This is an optimization exercise on Yosys and OpenROAD, whose aim is small area, a short achievable clock period and few clock cycles, not a production implementation.
In this exercise RTL edits were held to simulation tests only and were not proved equivalent to the original.

==> flow/config.mk <==
export PLATFORM = sky130hd
export DESIGN_NAME = edge_acc
export DESIGN_NICKNAME = edge_acc
export VERILOG_FILES = /design/flow/design.v
export SDC_FILE = /design/flow/constraint.sdc
export NUM_CORES = 4
export LEC_CHECK = 0
export CAP_MARGIN = 20
export CORE_MARGIN = 2
export CORE_UTILIZATION = 30
export SLEW_MARGIN = 20
==> flow/constraint.sdc <==
create_clock -name core_clock -period 11.0 [get_ports {clk}]
set_input_delay 2.2000 -clock core_clock [delete_from_list [all_inputs] [get_ports {clk}]]
set_output_delay 2.2000 -clock core_clock [all_outputs]
set_load 0.01 [all_outputs]
==> flow/run.sh <==
#!/bin/bash
# synth_recipe.tcl (not shown) runs the flow's synth.tcl, then flattens the netlist and writes it again
# the make line also repeats each setting of config.mk as NAME=value (left out here)
make -C /OpenROAD-flow-scripts/flow DESIGN_CONFIG=/design/flow/config.mk WORK_HOME=/design/flow/orfs CLKGATE_MAP_FILE= SYNTH_SCRIPT=/design/flow/synth_recipe.tcl finish
==> flow/design.v <==
package edge_pkg;
  localparam int LINE_LENGTH    = 16;                           
  localparam int LINE_COUNT     = 6;                            
  localparam int PIX_PER_WORD   = 4;                            
  localparam int WORDS_PER_LINE = LINE_LENGTH / PIX_PER_WORD;   
  localparam int PIX_MAX        = 255;                          
  typedef logic [7:0]         pixel_t;   
  typedef logic [31:0]        word_t;    
  typedef logic [15:0]        addr_t;    
  typedef logic signed [10:0] grad_t;    
  typedef logic [$clog2(LINE_LENGTH + 2)-1:0] col_t;
  typedef logic [1:0]                         slot_t;   
  typedef logic [$clog2(LINE_COUNT + 1)-1:0]  row_t;    
  localparam addr_t SRC_BASE = 16'd0;   
  localparam addr_t DST_BASE = addr_t'(SRC_BASE + WORDS_PER_LINE * LINE_COUNT);
  typedef enum logic [2:0] {
    IDLE,        
    LOAD_ROWS,   
    COMPUTE,     
    DRAIN,       
    READ_ROW,    
    DONE         
  } ctrl_state_t;
endpackage
`timescale 1ns/1ps
module sobel_lane (
  input  logic             clk,
  input  logic             reset,
  input  edge_pkg::pixel_t p11,   
  input  edge_pkg::pixel_t p12,
  input  edge_pkg::pixel_t p13,
  input  edge_pkg::pixel_t p21,   
  input  edge_pkg::pixel_t p22,
  input  edge_pkg::pixel_t p23,
  input  edge_pkg::pixel_t p31,   
  input  edge_pkg::pixel_t p32,
  input  edge_pkg::pixel_t p33,
  output edge_pkg::pixel_t pix
);
  edge_pkg::pixel_t nb [3][3];   
  edge_pkg::grad_t  dx;
  edge_pkg::grad_t  dy;
  edge_pkg::grad_t  dx_q;
  edge_pkg::grad_t  dy_q;
  logic [10:0]      abs_dx;
  logic [10:0]      abs_dy;
  logic [11:0]      mag;           
  assign nb[0][0] = p11;
  assign nb[0][1] = p12;
  assign nb[0][2] = p13;
  assign nb[1][0] = p21;
  assign nb[1][1] = p22;
  assign nb[1][2] = p23;
  assign nb[2][0] = p31;
  assign nb[2][1] = p32;
  assign nb[2][2] = p33;
  always_comb begin
    dx = '0;
    dy = '0;
    for (int r = 0; r < 3; r++) begin
      for (int c = 0; c < 3; c++) begin
        dx = dx + edge_pkg::grad_t'((c - 1) * ((r == 1) ? 2 : 1) * int'(nb[r][c]));
        dy = dy + edge_pkg::grad_t'((1 - r) * ((c == 1) ? 2 : 1) * int'(nb[r][c]));
      end
    end
  end
  always_ff @(posedge clk or posedge reset) begin
    if (reset) begin
      dx_q <= '0;
      dy_q <= '0;
    end else begin
      dx_q <= dx;
      dy_q <= dy;
    end
  end
  assign abs_dx = dx_q[10] ? -dx_q : dx_q;
  assign abs_dy = dy_q[10] ? -dy_q : dy_q;
  assign mag    = {1'b0, abs_dx} + {1'b0, abs_dy};
  assign pix    = (mag > 12'(edge_pkg::PIX_MAX)) ? edge_pkg::pixel_t'(edge_pkg::PIX_MAX) : mag[7:0];
endmodule
`timescale 1ns/1ps
module line_buffer (
  input  logic             clk,
  input  logic             buf_we,
  input  edge_pkg::slot_t  buf_slot,   
  input  edge_pkg::col_t   buf_col,    
  input  edge_pkg::word_t  data_r,
  input  edge_pkg::col_t   win_col,
  input  edge_pkg::slot_t  top_slot,
  input  edge_pkg::slot_t  mid_slot,
  input  edge_pkg::slot_t  bot_slot,
  output logic [3 * (edge_pkg::PIX_PER_WORD + 2) - 1:0][7:0] window   
);
  edge_pkg::pixel_t rows [3][edge_pkg::LINE_LENGTH + 2];
  edge_pkg::slot_t  sel  [3];
  assign sel[0] = top_slot;
  assign sel[1] = mid_slot;
  assign sel[2] = bot_slot;
  always_ff @(posedge clk) begin
    if (buf_we) begin
      for (int b = 0; b < edge_pkg::PIX_PER_WORD; b++) begin
        rows[buf_slot][buf_col + b] <= data_r[8*b +: 8];   
      end
      if (buf_col == edge_pkg::col_t'(1)) begin
        rows[buf_slot][0] <= data_r[7:0];
      end
      if (buf_col == edge_pkg::col_t'(edge_pkg::LINE_LENGTH - 3)) begin
        rows[buf_slot][edge_pkg::LINE_LENGTH + 1] <= data_r[31:24];
      end
    end
  end
  for (genvar r = 0; r < 3; r++) begin : g_row
    for (genvar c = 0; c < edge_pkg::PIX_PER_WORD + 2; c++) begin : g_col
      assign window[r * (edge_pkg::PIX_PER_WORD + 2) + c] = rows[sel[r]][win_col + c - 1];
    end
  end
endmodule
`timescale 1ns/1ps
module acc_control (
  input  logic            clk,
  input  logic            reset,
  input  logic            start,
  output logic            finish,
  output edge_pkg::addr_t addr,
  output logic            en,
  output logic            we,
  output logic            buf_we,     
  output edge_pkg::slot_t buf_slot,
  output edge_pkg::col_t  buf_col,
  output edge_pkg::col_t  win_col,    
  output edge_pkg::slot_t top_slot,
  output edge_pkg::slot_t mid_slot,   
  output edge_pkg::slot_t bot_slot
);
  edge_pkg::ctrl_state_t state;
  edge_pkg::addr_t       rd_addr;     
  edge_pkg::addr_t       wr_addr;     
  edge_pkg::col_t        word_idx;    
  edge_pkg::slot_t       fill_slot;   
  edge_pkg::row_t        row;         
  logic                  win_valid;   
  logic                  rd_issue;
  logic                  last_word;
  logic                  last_win;
  function automatic edge_pkg::slot_t slot_inc(input edge_pkg::slot_t s);
    slot_inc = (s == 2'd2) ? 2'd0 : s + 2'd1;
  endfunction
  function automatic edge_pkg::slot_t slot_dec(input edge_pkg::slot_t s);
    slot_dec = (s == 2'd0) ? 2'd2 : s - 2'd1;
  endfunction
  assign rd_issue = (state == edge_pkg::LOAD_ROWS) || (state == edge_pkg::READ_ROW);
  assign we       = win_valid;                         
  assign en       = rd_issue || win_valid;             
  assign addr     = win_valid ? wr_addr : rd_addr;
  assign finish   = (state == edge_pkg::DONE);
  assign last_word = (word_idx == edge_pkg::col_t'(edge_pkg::WORDS_PER_LINE - 1));
  assign last_win  = (win_col == edge_pkg::col_t'(edge_pkg::LINE_LENGTH - 3));
  assign top_slot = (row == '0) ? mid_slot : slot_dec(mid_slot);
  assign bot_slot = (row == edge_pkg::row_t'(edge_pkg::LINE_COUNT - 1)) ?
                    mid_slot : slot_inc(mid_slot);
  always_ff @(posedge clk or posedge reset) begin
    if (reset) begin
      buf_we <= 1'b0;
    end else begin
      buf_we <= rd_issue;
    end
  end
  always_ff @(posedge clk) begin
    buf_slot <= fill_slot;
    buf_col  <= edge_pkg::col_t'(word_idx * edge_pkg::PIX_PER_WORD + 1);   
  end
  always_ff @(posedge clk or posedge reset) begin
    if (reset) begin
      state     <= edge_pkg::IDLE;
      rd_addr   <= edge_pkg::SRC_BASE;
      wr_addr   <= edge_pkg::DST_BASE;
      word_idx  <= '0;
      fill_slot <= '0;
      mid_slot  <= '0;
      row       <= '0;
      win_col   <= edge_pkg::col_t'(1);
      win_valid <= 1'b0;
    end else begin
      win_valid <= (state == edge_pkg::COMPUTE);
      if (win_valid) begin
        wr_addr <= wr_addr + 1'b1;
      end
      case (state)
        edge_pkg::IDLE: begin
          if (start) begin
            state     <= edge_pkg::LOAD_ROWS;
            rd_addr   <= edge_pkg::SRC_BASE;
            wr_addr   <= edge_pkg::DST_BASE;
            word_idx  <= '0;
            fill_slot <= '0;               
            mid_slot  <= '0;
            row       <= '0;
            win_col   <= edge_pkg::col_t'(1);
          end
        end
        edge_pkg::LOAD_ROWS: begin
          rd_addr <= rd_addr + 1'b1;
          if (last_word) begin
            word_idx  <= '0;
            fill_slot <= slot_inc(fill_slot);
            if (fill_slot == 2'd1) begin
              state <= edge_pkg::COMPUTE;   
            end
          end else begin
            word_idx <= word_idx + 1'b1;
          end
        end
        edge_pkg::COMPUTE: begin
          if (last_win) begin
            state <= edge_pkg::DRAIN;
          end else begin
            win_col <= win_col + edge_pkg::col_t'(edge_pkg::PIX_PER_WORD);
          end
        end
        edge_pkg::DRAIN: begin
          win_col <= edge_pkg::col_t'(1);
          if (row == edge_pkg::row_t'(edge_pkg::LINE_COUNT - 1)) begin
            state <= edge_pkg::DONE;
          end else begin
            row       <= row + 1'b1;
            mid_slot  <= slot_inc(mid_slot);
            fill_slot <= slot_dec(mid_slot);
            if (row == edge_pkg::row_t'(edge_pkg::LINE_COUNT - 2)) begin
              state <= edge_pkg::COMPUTE;
            end else begin
              state <= edge_pkg::READ_ROW;
            end
          end
        end
        edge_pkg::READ_ROW: begin
          rd_addr <= rd_addr + 1'b1;
          if (last_word) begin
            word_idx <= '0;
            state    <= edge_pkg::COMPUTE;
          end else begin
            word_idx <= word_idx + 1'b1;
          end
        end
        edge_pkg::DONE: begin
          if (!start) begin
            state <= edge_pkg::IDLE;      
          end
        end
        default: state <= edge_pkg::IDLE;
      endcase
    end
  end
endmodule
`timescale 1ns/1ps
module edge_acc (
  input  logic            clk,
  input  logic            reset,
  input  logic            start,    
  output logic            finish,   
  output edge_pkg::addr_t addr,
  output logic            en,
  output logic            we,
  output edge_pkg::word_t data_w,
  input  edge_pkg::word_t data_r
);
  logic            buf_we;
  edge_pkg::slot_t buf_slot;
  edge_pkg::col_t  buf_col;
  edge_pkg::col_t  win_col;
  edge_pkg::slot_t top_slot;
  edge_pkg::slot_t mid_slot;
  edge_pkg::slot_t bot_slot;
  logic [3 * (edge_pkg::PIX_PER_WORD + 2) - 1:0][7:0] window;
  edge_pkg::pixel_t lane_pix [edge_pkg::PIX_PER_WORD];
  acc_control u_ctrl (
    .clk      (clk),
    .reset    (reset),
    .start    (start),
    .finish   (finish),
    .addr     (addr),
    .en       (en),
    .we       (we),
    .buf_we   (buf_we),
    .buf_slot (buf_slot),
    .buf_col  (buf_col),
    .win_col  (win_col),
    .top_slot (top_slot),
    .mid_slot (mid_slot),
    .bot_slot (bot_slot)
  );
  line_buffer u_lbuf (
    .clk      (clk),
    .buf_we   (buf_we),
    .buf_slot (buf_slot),
    .buf_col  (buf_col),
    .data_r   (data_r),
    .win_col  (win_col),
    .top_slot (top_slot),
    .mid_slot (mid_slot),
    .bot_slot (bot_slot),
    .window   (window)
  );
  for (genvar j = 0; j < edge_pkg::PIX_PER_WORD; j++) begin : g_lane
    localparam int S = edge_pkg::PIX_PER_WORD + 2;   
    sobel_lane u_lane (
      .clk   (clk),
      .reset (reset),
      .p11   (window[j]),          .p12 (window[j + 1]),          .p13 (window[j + 2]),
      .p21   (window[S + j]),      .p22 (window[S + j + 1]),      .p23 (window[S + j + 2]),
      .p31   (window[2 * S + j]),  .p32 (window[2 * S + j + 1]),  .p33 (window[2 * S + j + 2]),
      .pix   (lane_pix[j])
    );
    assign data_w[8*j +: 8] = lane_pix[j];   
  end
endmodule
==> summary.txt <==
- Number of clock sinks seen by CTS: 578
- Worst slew pin tran: 1.37 ns
- Fin. Hold Viols: 0
- CTS tree: done
- Run status: complete, no violations
- Global Route Usage Sum: 0.339
- Worst clock skew: 0.0828 ns
- Largest net degree at the start of global routing: 132
- Fraction of registers with async set/reset: 0.244
- Synthesized instance count: 8711
- Number of nets at the end of the flow: 9519
- Setup Buffers After CTS: 0
- Setup slack after placement: 0.654 ns
- Die width: 544 um
- Worst Path Max Fanout: 17
- Summed instance area of the synthesized netlist: 87500 um^2
- Drt first pass iters: 12
- Setup violation total in the final timing report: 0
- Post-synthesis sequential element count: 578
- Met2 track utilization from global routing: 0.476
- Clock insertion delay at the later pin of the skew report: 0.79 ns
- Count of unresolved DRC violations after routing: 0
- EDFF count, synth: 432
- Shortest clock period the worst path allows after layout: 10.56 ns
- Kind of start point of the critical path: flip-flop
- Category of the most critical setup path: flip-flop to flip-flop
- Worst-case setup margin in the final layout: 0.441 ns
- Overall die height: 544 um
- WL final: 512 mm
- Slew HR: 0.0665
- Final Max Slew Viols: 0
- Number of global-route vias before repair: 76400
- Root buffer cell: sky130_fd_sc_hd__clkbuf_16
- Setup slack of the most critical reg-to-reg path: 0.44 ns
- Post-DP HPWL: 400 mm
- Wire length of the first global-routing pass: 680 mm
- Simple-gate share of the synthesized area: 0.0893
- Min-delay worst type: flip-flop to flip-flop
- HP Start: u_ctrl.rd_addr[15]
- Worst R2R Path Depth: 31
- Per-cell routed wire length: 40.3 um
- Worst setup EP type: flip-flop
- Busiest metal layer after global routing: met2
- Mean area per synthesized cell: 10.0 um^2
- Main combinational cell family by area after synthesis: multiplexers
- Commonest cells after routing, fill and taps aside: sky130_fd_sc_hd__mux2i_1 (801), sky130_fd_sc_hd__mux4_2 (783), sky130_fd_sc_hd__nand2_1 (780), sky130_fd_sc_hd__inv_1 (727), sky130_fd_sc_hd__nor2_1 (666)
- RD Place Congestion: 1.11
- Portion of the clock cycle consumed by the worst path in the final layout: 0.960
- Count of input and output buffers: 85
- H-tree lvl count: 3
- Setup TNS: 0 ns
- Total of hold buffers inserted after clock tree synthesis: 0
- Number of maximum-capacitance violations: 0
- Inserted Clock Buffers: 73
- Ratio of cells with drive above 1 in the final layout: 0.235
- Multiplexer fraction of the synthesized cell area: 0.358
- Distinct cells, synth: 99
- Crit Reg-Reg Endpoint: g_lane[1].u_lane.dy_q[10]
- Cell Rows: 198
- Dominant register cell in the synthesized netlist: sky130_fd_sc_hd__edfxtp_1
- Global routing met1 resource utilization: 0.409
- Synthesized-area fraction occupied by adder cells: 0.144
- Effective utilization at floorplan: 0.301
- Crit-path max cell delay: 0.84 ns
- Number of vias per cell after detailed routing: 6.34
- Worst hold path stage count: 2
- Initial DRC count: 12700
- # IOs: 86
- Share of the synthesized netlist area taken by xor and xnor gates: 0.0461
- Post-synthesis to final-layout area growth: 11.9%
- Vias after detailed routing: 80400
- Buffers from clock root to sink, at most: 3
- Core Region: 291000 um^2
- Worst r2r src: u_ctrl.mid_slot[0]
- Required @ worst endpoint: 11.69 ns
- Global routing usage on met3: 0.140
- Number of inserted filler cells in the final layout: 29200
- Register clock-pin slew on the reported worst setup and hold paths: 0.07 ns
- Unrepaired setup endpoints after global routing: false
- Count of nets left with antenna violations after detail routing: 0
- Worst Hold End: u_ctrl.rd_addr[15]
- Quantity of gates resized following cts: 0
- Crit-path slowest cell: sky130_fd_sc_hd__ha_2
- Most common cell after layout, fill and taps aside: sky130_fd_sc_hd__mux2i_1
- Leftover overflow at the end of global routing: 0
- Die Outline Area: 296000 um^2
- Syn. warnings: 7
- Arrival time of data at the critical path endpoint: 11.25 ns
- Synth Area in Compound Gates: 0.106
- Maximum operating frequency: 94.7 MHz
- Sequential-to-total area share from yosys stat: 0.190
- Antenna violations before repair: 56
- Critical Path Most Common Cell: sky130_fd_sc_hd__xnor2_1
==> how the worst max path moves through the flow <==
| stage | startpoint | end | slack, ns | depth (start not counted) |
|---|---|---|---|---|
| 4_1_cts | u_ctrl.row[0] | g_lane[1].u_lane.dy_q[10] | 0.66 | 33 |
| 6_report | u_ctrl.mid_slot[0] | g_lane[1].u_lane.dy_q[10] | 0.44 | 31 |
| 3_5_place_dp | u_ctrl.row[0] | g_lane[1].u_lane.dy_q[10] | 0.65 | 33 |
| 2_1_floorplan | u_ctrl.mid_slot[0] | g_lane[2].u_lane.dy_q[10] | 0.002 | 47 |
| 5_1_grt | u_ctrl.win_col[0] | g_lane[3].u_lane.dy_q[10] | 0.18 | 39 |
| 3_3_place_gp | u_ctrl.row[1] | g_lane[1].u_lane.dy_q[10] | 0.73 | 34 |
==> sequential cells by signal (all words and copies together) (netlist names) <==
name and flops:
u_ctrl.fill_slot 2, u_ctrl.win_col 4, u_ctrl.buf_we 1, u_ctrl.rd_addr 16, u_ctrl.win_valid 1, u_ctrl.wr_addr 16, u_ctrl.state 3, g_lane.u_lane.dy_q 44
u_ctrl.mid_slot 2, u_ctrl.row 3, g_lane.u_lane.dx_q 44, u_ctrl.word_idx 5, u_lbuf.rows 432, u_ctrl.buf_col 3, u_ctrl.buf_slot 2
==> cell families after synthesis <==
kind of cell	count (synthesis)
DFF	578
and+or+nand+nor	1842
xor gates and xnor gates	453
other	2
AOI/OAI and AO/OA	1539
muxes	2093
adders and majority gates	774
buffers and inverters	1430
==> per-stage QoR <==
stage / hold WS, ns / utilization / cells / cell area, um^2
after CTS: 0.548 / 0.337 / 12700 / 97800
final: 0.546 / 0.337 / 12700 / 97900
after detailed placement: 0.528 / 0.328 / 12500 / 95300
after global routing: 0.568 / 0.337 / 12700 / 97900
after global placement: 0.514 / 0.328 / 12500 / 95200
after floorplan: 0.381 / - / 8713 / 87600
==> worst max-delay path: cells and delay by family, from the launching register on <==
family                   cells  cell delay (ns)
AO/OA/AOI/OAI                4             1.39
XOR/XNOR                     9             1.91
adder cells (fa/ha/maj)     10             4.57
buffers and inverters        4             0.52
flip-flops                   1             0.57
multiplexers                 2             0.94
AND/OR/NAND/NOR              2             0.58
==> synthesized netlist by cell type (all sizes together), types with 89 or more instances <==
library cell | count | share of area
a211oi | 141 | 0.012
a21oi | 526 | 0.030
buf | 234 | 0.015
clkbuf | 451 | 0.019
dfrtp | 138 | 0.039
edfxtp | 432 | 0.15
fa | 388 | 0.089
ha | 383 | 0.055
inv | 739 | 0.032
mux2 | 448 | 0.058
mux2i | 862 | 0.099
mux4 | 783 | 0.20
nand2 | 781 | 0.034
nand3 | 89 | 0.0051
nor2 | 676 | 0.029
o211ai | 90 | 0.0077
o21ai | 396 | 0.023
xnor2 | 339 | 0.034
xor2 | 111 | 0.011
==> cell type report <==
class / instances / area, um^2 / share of cell area
inverter: 745 / 2810 / 0.0287
timing repair buffer: 610 / 5060 / 0.0517
tap: 3900 / 4880 / 0.0498
clock inverter: 45 / 542 / 0.00553
multi-input combinational: 6705 / 66000 / 0.674
antenna: 20 / 50.0 / 0.000511
sequential: 578 / 16600 / 0.170
clock buffer: 89 / 1940 / 0.0198
==> per-layer routing <==
metal | up-vias | routed length, um
li1 | 32000 | -
met5 | - | 579
met3 | 1588 | 71200
met1 | 40600 | 185000
met2 | 6282 | 206000
met4 | 24 | 48900
Testbench counts, summed over its fixed seeds: cycles 10,744.

[static timing again, ports no longer ideal]
How much do the figures lean on ideal ports? The routed layout below was timed once more, with nothing changed but the port constraints. Step 1: set_driving_cell puts a clkbuf_16 on clk and a buf_2 on each other input, an assumption about the parent block. Step 2, shift: input delay + t, output delay - t, t = (earliest + latest rising clock arrival at the registers) / 2. This alone moves slack from input paths to output paths. Slacks: no drivers / after step 1 / after step 2; pairs: no drivers / after step 1.
t (ns): 0.842
setup slack, ns: 0.441 / 0.441 / 0.441
hold slack, ns: 0.546 / 0.546 / 0.546
worst setup path at the end: register to register
After both steps setup and hold are still met in this run. For this run, drivers alone change the setup slack by 0.000 ns; drivers and shift together by 0.000 ns.
